This is an optimization exercise on Yosys and OpenROAD, whose aim is small area and a short achievable clock period, not a production implementation. No activity file was given, so power comes from the tool's default toggle rates.

## run 1
==> flow/design.v <==
package csr_pkg;
  typedef logic [32-1:0]   csr_data_t;
  typedef logic [12-1:0] csr_addr_t;
  typedef enum logic [1:0] {
    CSR_OP_READ  = 2'b00,
    CSR_OP_WRITE = 2'b01,
    CSR_OP_SET   = 2'b10,
    CSR_OP_CLEAR = 2'b11
  } csr_op_e;
  typedef struct packed {
    csr_op_e   op;
    csr_addr_t addr;
    csr_data_t wdata;
  } csr_req_t;
  typedef struct packed {
    csr_op_e   op;
    csr_addr_t addr;
    csr_data_t wdata;
    logic      illegal;
  } csr_dec_t;
  typedef struct packed {
    csr_data_t rdata;
    logic      illegal;
  } csr_rsp_t;
  typedef struct packed {
    csr_data_t cause;
    csr_data_t epc;
    csr_data_t tval;
  } trap_info_t;
  function automatic csr_data_t csr_apply(csr_op_e op, csr_data_t old_val, csr_data_t wdata);
    case (op)
      csr_pkg::CSR_OP_WRITE: csr_apply = wdata;
      csr_pkg::CSR_OP_SET:   csr_apply = old_val | wdata;
      csr_pkg::CSR_OP_CLEAR: csr_apply = old_val & ~wdata;
      default:      csr_apply = old_val;
    endcase
  endfunction
endpackage
`timescale 1ns/1ps
module csr_unit (
  input  logic        clk_i,
  input  logic        rst_ni,
  input  logic        req_valid_i,
  output logic        req_ready_o,
  input  logic [1:0]  req_op_i,
  input  logic [11:0] req_addr_i,
  input  logic [31:0] req_wdata_i,
  output logic        rsp_valid_o,
  input  logic        rsp_ready_i,
  output logic [31:0] rsp_rdata_o,
  output logic        rsp_illegal_o,
  input  logic        trap_valid_i,
  input  logic [31:0] trap_cause_i,
  input  logic [31:0] trap_epc_i,
  input  logic [31:0] trap_tval_i,
  input  logic        mret_valid_i,
  input  logic        retire_i,
  output logic [31:0] mtvec_o,
  output logic [31:0] mepc_o,
  output logic        mstatus_mie_o
);
  localparam int N_SEL      = 12;
  localparam int S_ILL      = 0;    
  localparam int S_MSTATUS  = 1;
  localparam int S_MISA     = 2;
  localparam int S_MIE      = 3;
  localparam int S_MTVEC    = 4;
  localparam int S_MCNTINH  = 5;
  localparam int S_MSCRATCH = 6;
  localparam int S_MEPC     = 7;
  localparam int S_MCAUSE   = 8;
  localparam int S_MTVAL    = 9;
  localparam int S_MCYCLE   = 10;
  localparam int S_MINSTRET = 11;
  logic        slot_v_q;
  logic [1:0]  op_q;
  logic [N_SEL-1:0] sel_q;
  logic [31:0] wdata_q;
  logic        rsp_v_q;
  logic [31:0] rsp_rdata_q;
  logic        rsp_ill_q;
  logic        stage_ready;
  logic        commit;
  logic        is_rd;
  logic [N_SEL-1:0] sel_d;
  assign stage_ready = !rsp_v_q || rsp_ready_i;
  assign req_ready_o = !slot_v_q || stage_ready;
  assign commit      = slot_v_q && stage_ready;
  assign is_rd = (req_op_i == csr_pkg::CSR_OP_READ);
  always_comb begin
    sel_d = '0;
    case (req_addr_i)
      12'h300:       sel_d[S_MSTATUS]  = 1'b1;
      12'h301:          if (is_rd) sel_d[S_MISA] = 1'b1; else sel_d[S_ILL] = 1'b1;
      12'h304:           sel_d[S_MIE]      = 1'b1;
      12'h305:         sel_d[S_MTVEC]    = 1'b1;
      12'h320: sel_d[S_MCNTINH]  = 1'b1;
      12'h340:      sel_d[S_MSCRATCH] = 1'b1;
      12'h341:          sel_d[S_MEPC]     = 1'b1;
      12'h342:        sel_d[S_MCAUSE]   = 1'b1;
      12'h343:         sel_d[S_MTVAL]    = 1'b1;
      12'hB00:        sel_d[S_MCYCLE]   = 1'b1;
      12'hB02:      sel_d[S_MINSTRET] = 1'b1;
      12'hF11,
      12'hF12,
      12'hF13,
      12'hF14:       if (!is_rd) sel_d[S_ILL] = 1'b1;
      default:                 sel_d[S_ILL] = 1'b1;
    endcase
  end
  always_ff @(posedge clk_i or negedge rst_ni) begin
    if (!rst_ni) begin
      slot_v_q <= 1'b0;
    end else if (req_ready_o) begin
      slot_v_q <= req_valid_i;
    end
  end
  always_ff @(posedge clk_i) begin
    if (req_ready_o) begin
      op_q    <= req_op_i;
      sel_q   <= sel_d;
      wdata_q <= req_wdata_i;
    end
  end
  logic        mstatus_mie_q;
  logic        mstatus_mpie_q;
  logic [31:0] mie_q;
  logic        mie_set_q;
  logic [31:2] mtvec_q;
  logic [31:0] mscratch_q;
  logic        mscratch_set_q;
  logic [31:2] mepc_q;
  logic [31:0] mcause_q;
  logic        mcause_set_q;
  logic [31:0] mtval_q;
  logic        mtval_set_q;
  logic [31:0] mcycle_q;
  logic [31:0] minstret_q;
  logic        cy_inhibit_q;
  logic        ir_inhibit_q;
  logic [31:0] rdata;
  always_comb begin
    rdata = '0;
    rdata[3]  = sel_q[S_MSTATUS] & mstatus_mie_q;
    rdata[7] = sel_q[S_MSTATUS] & mstatus_mpie_q;
    rdata[0] = sel_q[S_MCNTINH] & cy_inhibit_q;
    rdata[2] = sel_q[S_MCNTINH] & ir_inhibit_q;
    rdata = rdata
          | ({32{sel_q[S_MISA]}} & 32'h4000_0100)
          | ({32{sel_q[S_MIE] & mie_set_q}} & mie_q)
          | ({32{sel_q[S_MTVEC]}} & {mtvec_q, 2'b00})
          | ({32{sel_q[S_MSCRATCH] & mscratch_set_q}} & mscratch_q)
          | ({32{sel_q[S_MEPC]}} & {mepc_q, 2'b00})
          | ({32{sel_q[S_MCAUSE] & mcause_set_q}} & mcause_q)
          | ({32{sel_q[S_MTVAL] & mtval_set_q}} & mtval_q)
          | ({32{sel_q[S_MCYCLE]}} & mcycle_q)
          | ({32{sel_q[S_MINSTRET]}} & minstret_q);
  end
  always_ff @(posedge clk_i or negedge rst_ni) begin
    if (!rst_ni) begin
      rsp_v_q <= 1'b0;
    end else if (stage_ready) begin
      rsp_v_q <= slot_v_q;
    end
  end
  always_ff @(posedge clk_i) begin
    if (stage_ready) begin
      rsp_rdata_q <= rdata;
      rsp_ill_q   <= sel_q[S_ILL];
    end
  end
  assign rsp_valid_o   = rsp_v_q;
  assign rsp_rdata_o   = rsp_rdata_q;
  assign rsp_illegal_o = rsp_ill_q;
  logic        wr;
  logic [31:0] wr_val;
  logic        we_mstatus, we_mie, we_mtvec, we_mcntinh, we_mscratch;
  logic        we_mepc, we_mcause, we_mtval, we_mcycle, we_minstret;
  assign wr     = commit && (op_q != csr_pkg::CSR_OP_READ);
  assign wr_val = csr_pkg::csr_apply(csr_pkg::csr_op_e'(op_q), rdata, wdata_q);
  assign we_mstatus  = wr && sel_q[S_MSTATUS];
  assign we_mie      = wr && sel_q[S_MIE];
  assign we_mtvec    = wr && sel_q[S_MTVEC];
  assign we_mcntinh  = wr && sel_q[S_MCNTINH];
  assign we_mscratch = wr && sel_q[S_MSCRATCH];
  assign we_mepc     = wr && sel_q[S_MEPC];
  assign we_mcause   = wr && sel_q[S_MCAUSE];
  assign we_mtval    = wr && sel_q[S_MTVAL];
  assign we_mcycle   = wr && sel_q[S_MCYCLE];
  assign we_minstret = wr && sel_q[S_MINSTRET];
  always_ff @(posedge clk_i or negedge rst_ni) begin
    if (!rst_ni) begin
      mstatus_mie_q  <= 1'b0;
      mstatus_mpie_q <= 1'b0;
    end else if (trap_valid_i) begin
      mstatus_mpie_q <= mstatus_mie_q;
      mstatus_mie_q  <= 1'b0;
    end else if (mret_valid_i) begin
      mstatus_mie_q  <= mstatus_mpie_q;
      mstatus_mpie_q <= 1'b1;
    end else if (we_mstatus) begin
      mstatus_mie_q  <= wr_val[3];
      mstatus_mpie_q <= wr_val[7];
    end
  end
  always_ff @(posedge clk_i or negedge rst_ni) begin
    if (!rst_ni) begin
      mtvec_q <= '0;
    end else if (we_mtvec) begin
      mtvec_q <= wr_val[31:2];
    end
  end
  always_ff @(posedge clk_i or negedge rst_ni) begin
    if (!rst_ni) begin
      mepc_q <= '0;
    end else if (trap_valid_i) begin
      mepc_q <= trap_epc_i[31:2];
    end else if (we_mepc) begin
      mepc_q <= wr_val[31:2];
    end
  end
  always_ff @(posedge clk_i or negedge rst_ni) begin
    if (!rst_ni) begin
      mie_set_q      <= 1'b0;
      mscratch_set_q <= 1'b0;
      mcause_set_q   <= 1'b0;
      mtval_set_q    <= 1'b0;
    end else begin
      if (we_mie)                     mie_set_q      <= 1'b1;
      if (we_mscratch)                mscratch_set_q <= 1'b1;
      if (trap_valid_i || we_mcause)  mcause_set_q   <= 1'b1;
      if (trap_valid_i || we_mtval)   mtval_set_q    <= 1'b1;
    end
  end
  always_ff @(posedge clk_i) begin
    if (we_mie)      mie_q      <= wr_val;
    if (we_mscratch) mscratch_q <= wr_val;
    if (trap_valid_i) begin
      mcause_q <= trap_cause_i;
      mtval_q  <= trap_tval_i;
    end else begin
      if (we_mcause) mcause_q <= wr_val;
      if (we_mtval)  mtval_q  <= wr_val;
    end
  end
  always_ff @(posedge clk_i or negedge rst_ni) begin
    if (!rst_ni) begin
      mcycle_q     <= '0;
      minstret_q   <= '0;
      cy_inhibit_q <= 1'b0;
      ir_inhibit_q <= 1'b0;
    end else begin
      if (we_mcycle) begin
        mcycle_q <= wr_val;
      end else if (!cy_inhibit_q) begin
        mcycle_q <= mcycle_q + 32'd1;
      end
      if (we_minstret) begin
        minstret_q <= wr_val;
      end else if (retire_i && !ir_inhibit_q) begin
        minstret_q <= minstret_q + 32'd1;
      end
      if (we_mcntinh) begin
        cy_inhibit_q <= wr_val[0];
        ir_inhibit_q <= wr_val[2];
      end
    end
  end
  assign mtvec_o       = {mtvec_q, 2'b00};
  assign mepc_o        = {mepc_q, 2'b00};
  assign mstatus_mie_o = mstatus_mie_q;
endmodule
clock: 3.5 ns
lec_check: 0
cap_margin: 20
core_margin: 2
core_utilization: 40
slew_margin: 20
run.sh (not shown) runs the stock make flow with config.mk's settings and CLKGATE_MAP_FILE= SYNTH_SCRIPT=/design/flow/synth_recipe.tcl, a recipe that flattens the netlist after the stock synthesis.
Run 1: full flow OK, the timing, design-rule and antenna checks passed
Input-level comparison between run 2 and run 1:
# run 1
export LEC_CHECK = 0
export CAP_MARGIN = 20
export CORE_MARGIN = 2
export CORE_UTILIZATION = 40
export SLEW_MARGIN = 20
create_clock -name core_clock -period 3.5 [get_ports {clk_i}]
# run 2
export LEC_CHECK = 0
export CAP_MARGIN = 20
export CORE_MARGIN = 2
export CORE_UTILIZATION = 40
export CTS_BUF_LIST = sky130_fd_sc_hd__clkbuf_4
export SETUP_SLACK_MARGIN = 1.5
export SLEW_MARGIN = 20
create_clock -name core_clock -period 3.5 [get_ports {clk_i}]
==> flow/flow/run.sh (new file) <==
#!/bin/bash
cp standard.sh std_copy.log
export BUFFER_PORTS_ARGS="-buffer_cell sky130_fd_sc_hd__buf_1"
bash standard.sh > standard_flow.log 2>&1
==> flow/standard.sh (new file) <==
#!/bin/bash
# synth_recipe.tcl (not shown) runs the flow's synth.tcl, then flattens the netlist and writes it again
# the make line also repeats each setting of config.mk as NAME=value (left out here)
make -C /OpenROAD-flow-scripts/flow DESIGN_CONFIG=/design/flow/config.mk WORK_HOME=/design/flow/orfs CLKGATE_MAP_FILE= SYNTH_SCRIPT=/design/flow/synth_recipe.tcl "${@:-finish}"
removed: flow/run.sh
Findings:
- Leakage dissipation, run 2 and run 1: higher on run 2
- Compared with run 1, in run 2 worst-case reg-to-reg path depth went up, critical path depth rose 6.
- In the metrics for run 2 and run 1, the one carrying the lower combinational power share is run 1.
- In run 2, share of the clock period used by the worst path is lower than in run 1.
- Going from run 1 to run 2, worst clock skew grows by 0.049 ns.
- Count of clock-buffer cells in the layout, run 2 and run 1: higher on run 2
- Changes observed in run 2 relative to run 1: transition time at the pin with the least slew margin now sits lower; count of buffers not belonging to the clock network in the layout now sits higher; sum of internal, switching and leakage power now sits higher.
The following lists how run 3 was set up differently from run 2:
# run 2
export LEC_CHECK = 0
export CAP_MARGIN = 20
export CORE_MARGIN = 2
export CORE_UTILIZATION = 40
export CTS_BUF_LIST = sky130_fd_sc_hd__clkbuf_4
export SETUP_SLACK_MARGIN = 1.5
export SLEW_MARGIN = 20
create_clock -name core_clock -period 3.5 [get_ports {clk_i}]
# run 3
export LEC_CHECK = 0
export CAP_MARGIN = 20
export CORE_MARGIN = 2
export CORE_UTILIZATION = 40
export SLEW_MARGIN = 20
create_clock -name core_clock -period 3.5 [get_ports {clk_i}]
## What came out
Going from run 2 to run 3, worst reg-to-reg path cell count shrinks by 3.
Of the two values seen for worst min-delay path category, input pin to asynchronous set/reset pin was produced by run 2 and input pin to flip-flop by run 3.
Run 3 vs. run 2: power density relative to cell area rose by 24 mW/mm2; worst hold slack increased by 0.25 ns relative to the old numbers; final cell count went down 260.
Input changes introduced in run 4 (baseline for comparison: run 3):
# run 3
export LEC_CHECK = 0
export CAP_MARGIN = 20
export CORE_MARGIN = 2
export CORE_UTILIZATION = 40
export SLEW_MARGIN = 20
create_clock -name core_clock -period 3.5 [get_ports {clk_i}]
# run 4
export LEC_CHECK = 0
export CAP_MARGIN = 20
export CORE_MARGIN = 2
export CORE_UTILIZATION = 40
export SETUP_SLACK_MARGIN = 1.4
export SLEW_MARGIN = 20
create_clock -name core_clock -period 3.5 [get_ports {clk_i}]
==> flow/run.sh (new file) <==
#!/bin/bash
# synth_recipe.tcl (not shown) runs the flow's synth.tcl, then flattens the netlist and writes it again
# the make line also repeats each setting of config.mk as NAME=value (left out here)
make -C /OpenROAD-flow-scripts/flow DESIGN_CONFIG=/design/flow/config.mk WORK_HOME=/design/flow/orfs CLKGATE_MAP_FILE= SYNTH_SCRIPT=/design/flow/synth_recipe.tcl finish
removed: flow/flow/run.sh
removed: flow/standard.sh
### Flow results
In the tables for run 3 and run 4, worst-case reg-to-reg path depth reads lower with run 3.
Comparing filler cell count in the final layout for run 3 and run 4, the smaller number came from run 4.
Maximum vdd ir drop went up by more than 10% going from run 3 to run 4.
Compared with run 3, run 4 shows portion of total power attributed to sequential cells lower by 3.8 points.
Of run 3 and run 4, run 3 shows the higher clock-buffer cell count, with run 4 below it.
Higher fraction of final layout cells sized beyond drive strength 1 was reported by run 4, not run 3.
The final reports for run 4 and run 3 show post-layout total power higher in the former.
Re area fraction in compound gates after synthesis: no difference whatsoever between run 3 and run 4.
Vias per cell (run 4 vs. run 3) decreases slightly
No run of this note included a check of the RTL's function; only the layout flow was run.

afterwards: timing with drivers on the ports:
In the flow no input, the clock included, has a driving cell. The finished layouts below were timed again as built, in two steps.
Step 1, drivers: a clkbuf_16 drives clk_i and a buf_2 each remaining input, both assumed.
Step 2 also shifts input and output timing later by t, the mid clock arrival at the registers, as if the neighbouring blocks saw the same clock.
Three values: ideal ports, drivers, drivers and shift; two values: the first two.
run	t (ns)	setup slack, ns	latest minus earliest clock arrival (ns)	worst data-port slew with drivers (ns)	cell pins on the clock port's net
run 1	0.604	0.624 / 0.601 / 0.432	0.014 / 0.014	0.07	1
run 2	0.819	1.224 / 1.224 / 0.764	0.064 / 0.064	0.07	1
run 3	0.593	0.446 / 0.446 / 0.446	0.015 / 0.016	0.07	1
run 4	0.582	1.273 / 1.273 / 0.954	0.010 / 0.010	0.07	1
After both steps setup and hold are still met in every run listed. For run 2, which loses most, drivers alone change the setup slack by 0.000 ns; drivers and shift together by -0.460 ns.
